Background: an optimization exercise with open tools, aiming at small area, a short achievable clock period and few clock cycles per item. Do not read the settings as production practice. Power is estimated from default activity; no workload was simulated.

## 09-21
## bmp_stream_to_rgba_decoder
module bmp_stream_to_rgba_decoder (
    input  wire logic           aclk,
    input  wire logic           aresetn,
    input  wire logic           s_tvalid,
    output logic                s_tready,
    input  wire logic [7:0]     s_tdata,
    input  wire logic           s_tlast,
    output logic                m_tvalid,
    input  wire logic           m_tready,
    output logic [87:0]         m_tdata,
    output logic [1:0]          m_tuser,
    output logic                m_tlast
);
    localparam int N  = 3;
    localparam int CW = $clog2(N + 1);
    localparam logic [1:0] T_PIX  = 2'b00;    
    localparam logic [1:0] T_EOL  = 2'b01;    
    localparam logic [1:0] T_LAST = 2'b11;    
    localparam logic [1:0] T_INFO = 2'b10;    
    logic           ph_hdr, ph_skip, ph_pix, ph_pad, ph_ign;
    logic [5:0]     pos;         
    logic [18:0]    off_hi;      
    logic [12:0]    w;
    logic [12:0]    h;           
    logic           hz, ho;      
    logic           sig_ok, info_ok, fmt_ok, wide;
    logic           eol_f;       
    logic           last_f;      
  ...
clock: 6.0 ns
lec_check: 0
abc_clock_period_in_ps: 2500
cap_margin: 20
core_margin: 2
core_utilization: 60
setup_slack_margin: 3.5
slew_margin: 20
run.sh (not shown) runs the stock make flow with config.mk's settings and CLKGATE_MAP_FILE= SYNTH_SCRIPT=/design/flow/synth_recipe.tcl, a recipe that flattens the netlist after the stock synthesis.
Modified inputs, 02-04 compared to 09-21
--- a/flow/design.v
+++ b/flow/design.v
@@ -37,15 +37,14 @@
     logic [18:0]    off_hi;      
     logic [12:0]    w;
     logic [12:0]    h;           
     logic           hz, ho;      
     logic           sig_ok, info_ok, fmt_ok, wide;
     logic           eol_f;       
     logic           last_f;      
-    logic           has_pad;     
     logic           w_sz;        
     logic           w_big;       
     logic           h_sz;        
     logic           h_big;       
     logic           off_lt;      
     logic           off_eq;      
     logic [12:0]    col;         
@@ -66,39 +65,34 @@
     assign s_tready = !full;
     assign acc      = s_tvalid && !full;
     assign pop      = nonempty && (!o_valid || m_tready);
     logic [1:0]  bip;
     logic [31:0] off;
     assign bip = pos[1:0];
     assign off = {off_hi, col};
-    logic        v_bad, hdr_bad;
-    logic [2:0]  v_code, hdr_code;
+    logic        hdr_bad;
+    logic [2:0]  hdr_code;
     always_comb begin
-        v_bad  = 1'b1;
-        v_code = bmpd_pkg::ERR_SIGNATURE;
-        if (!sig_ok)              v_code = bmpd_pkg::ERR_SIGNATURE;
-        else if (!info_ok)        v_code = bmpd_pkg::ERR_INFO_SIZE;
-        else if (!fmt_ok)         v_code = bmpd_pkg::ERR_FORMAT;
-        else if (w_sz || h_sz)    v_code = bmpd_pkg::ERR_SIZE_ZERO;
-        else if (off_lt)          v_code = bmpd_pkg::ERR_OFFSET;
-        else if (w_big || h_big)  v_code = bmpd_pkg::ERR_TOO_LARGE;
-        else                      v_bad  = 1'b0;
-    end
-    always_ff @(posedge aclk) begin
-        hdr_bad  <= v_bad;
-        hdr_code <= v_code;
+        hdr_bad  = 1'b1;
+        hdr_code = bmpd_pkg::ERR_SIGNATURE;
+        if (!sig_ok)              hdr_code = bmpd_pkg::ERR_SIGNATURE;
+        else if (!info_ok)        hdr_code = bmpd_pkg::ERR_INFO_SIZE;
+        else if (!fmt_ok)         hdr_code = bmpd_pkg::ERR_FORMAT;
+        else if (w_sz || h_sz)    hdr_code = bmpd_pkg::ERR_SIZE_ZERO;
+        else if (off_lt)          hdr_code = bmpd_pkg::ERR_OFFSET;
+        else if (w_big || h_big)  hdr_code = bmpd_pkg::ERR_TOO_LARGE;
+        else                      hdr_bad  = 1'b0;
     end
     logic hdr_end, pix_end, row_eol, row_last, pad_end, row_end, ends_ok, trunc;
     assign hdr_end  = ph_hdr && (pos == 6'd53);
     assign pix_end  = ph_pix && (bip == (wide ? 2'd3 : 2'd2));
     assign row_eol  = eol_f;
     assign row_last = last_f;
-    assign pad_end  = ph_pad && ((w[1:0] == 2'd1 && bip == 2'd0) || (w[1:0] == 2'd2 && bip == 2'd1)
-                                 || (w[1:0] == 2'd3 && bip == 2'd2));
-    assign row_end  = (pix_end && row_eol && !has_pad) || pad_end;
+    assign pad_end  = ph_pad && (bip == (w[1:0] - 2'd1));
+    assign row_end  = (pix_end && row_eol && (wide || w[1:0] == 2'd0)) || pad_end;
     assign ends_ok  = ph_ign || (hdr_end && hdr_bad) || (row_end && row_last);
     assign trunc    = s_tlast && !ends_ok;
     assign push     = acc && (hdr_end || pix_end || trunc);
     logic w_is1;
     assign w_is1 = (w == 13'd1);
     logic [12:0] col_dec;
     assign col_dec = col - 13'd1;
@@ -192,19 +186,15 @@
                         fmt_ok <= fmt_ok && (s_tdata == 8'd0);
                         wide   <= wide && (s_tdata == 8'd0);
                     end
                     6'd27: begin
                         fmt_ok <= fmt_ok && (s_tdata == 8'd0);
                         last_f <= (h == 13'd1);
                     end
-                    6'd30: begin
-                        fmt_ok  <= fmt_ok && (s_tdata == 8'd0);
-                        has_pad <= !wide && (w[1:0] != 2'd0);
-                    end
-                    6'd31, 6'd32, 6'd33:
+                    6'd30, 6'd31, 6'd32, 6'd33:
                         fmt_ok <= fmt_ok && (s_tdata == 8'd0);
                     6'd53: begin
                         ph_hdr <= 1'b0;
                         pos    <= '0;
                         if (hdr_bad) begin
                             ph_ign <= 1'b1;
                         end else begin
@@ -232,15 +222,15 @@
                 end
             end
             if (ph_pix) begin
                 if (pix_end) begin
                     pos[1:0] <= '0;
                     col      <= row_eol ? w : col_dec;
                     eol_f    <= row_eol ? w_is1 : (col == 13'd2);
-                    if (row_eol && has_pad) begin
+                    if (row_eol && !wide && w[1:0] != 2'd0) begin
                         ph_pix <= 1'b0;
                         ph_pad <= 1'b1;
                     end
                 end else begin
                     pos[1:0] <= bip + 2'd1;
                 end
             end
==> run notes <==
Per the comparison of 02-04 with 09-21, total detailed-routing wirelength increased by about 4% relative to the old numbers, flip-flop and latch count decreased by 5 relative to the old numbers, met3 wire length increased by about 17% relative to the old numbers, non-clock buffer count increased by 6.5% relative to the old numbers.
02-04 vs 09-21 — number of enable flip-flop cells after synthesis dropped slightly
Going from 09-21 to 02-04, number of placed instances with taps included essentially unchanged, worst path required time increased 0.05 ns, fraction of power consumed by the clock network increased 2.7 points, worst hold margin increased 0.021 ns.
No functional check of the RTL was part of any run of this note.

==> separate check: timing with driven ports <==
The results above use ideal ports. As a check the final layouts listed here were re-extracted and re-timed, cells and wires unchanged.
Step 1 (the two cells are an assumption about what drives the block):
set clk [get_ports {aclk}]
set_driving_cell -lib_cell sky130_fd_sc_hd__clkbuf_16 $clk
set_driving_cell -lib_cell sky130_fd_sc_hd__buf_2 [delete_from_list [all_inputs] $clk]
Step 2 also shifts input and output timing later by t, the mid clock arrival at the registers, as if the neighbouring blocks saw the same clock.
Slacks: no drivers / after step 1 / after step 2; pairs: no drivers / after step 1.
| run | shift t [ns] | setup slack, ns | worst setup path at the end |
|---|---|---|---|
| 09-21 | 0.615 | 3.319 / 3.319 / 2.958 | input to register |
| 02-04 | 0.611 | 3.325 / 3.325 / 2.956 | input to register |
After both steps setup and hold are still met in every run listed. For 02-04, which loses most, drivers alone change the setup slack by 0.000 ns; drivers and shift together by -0.369 ns.
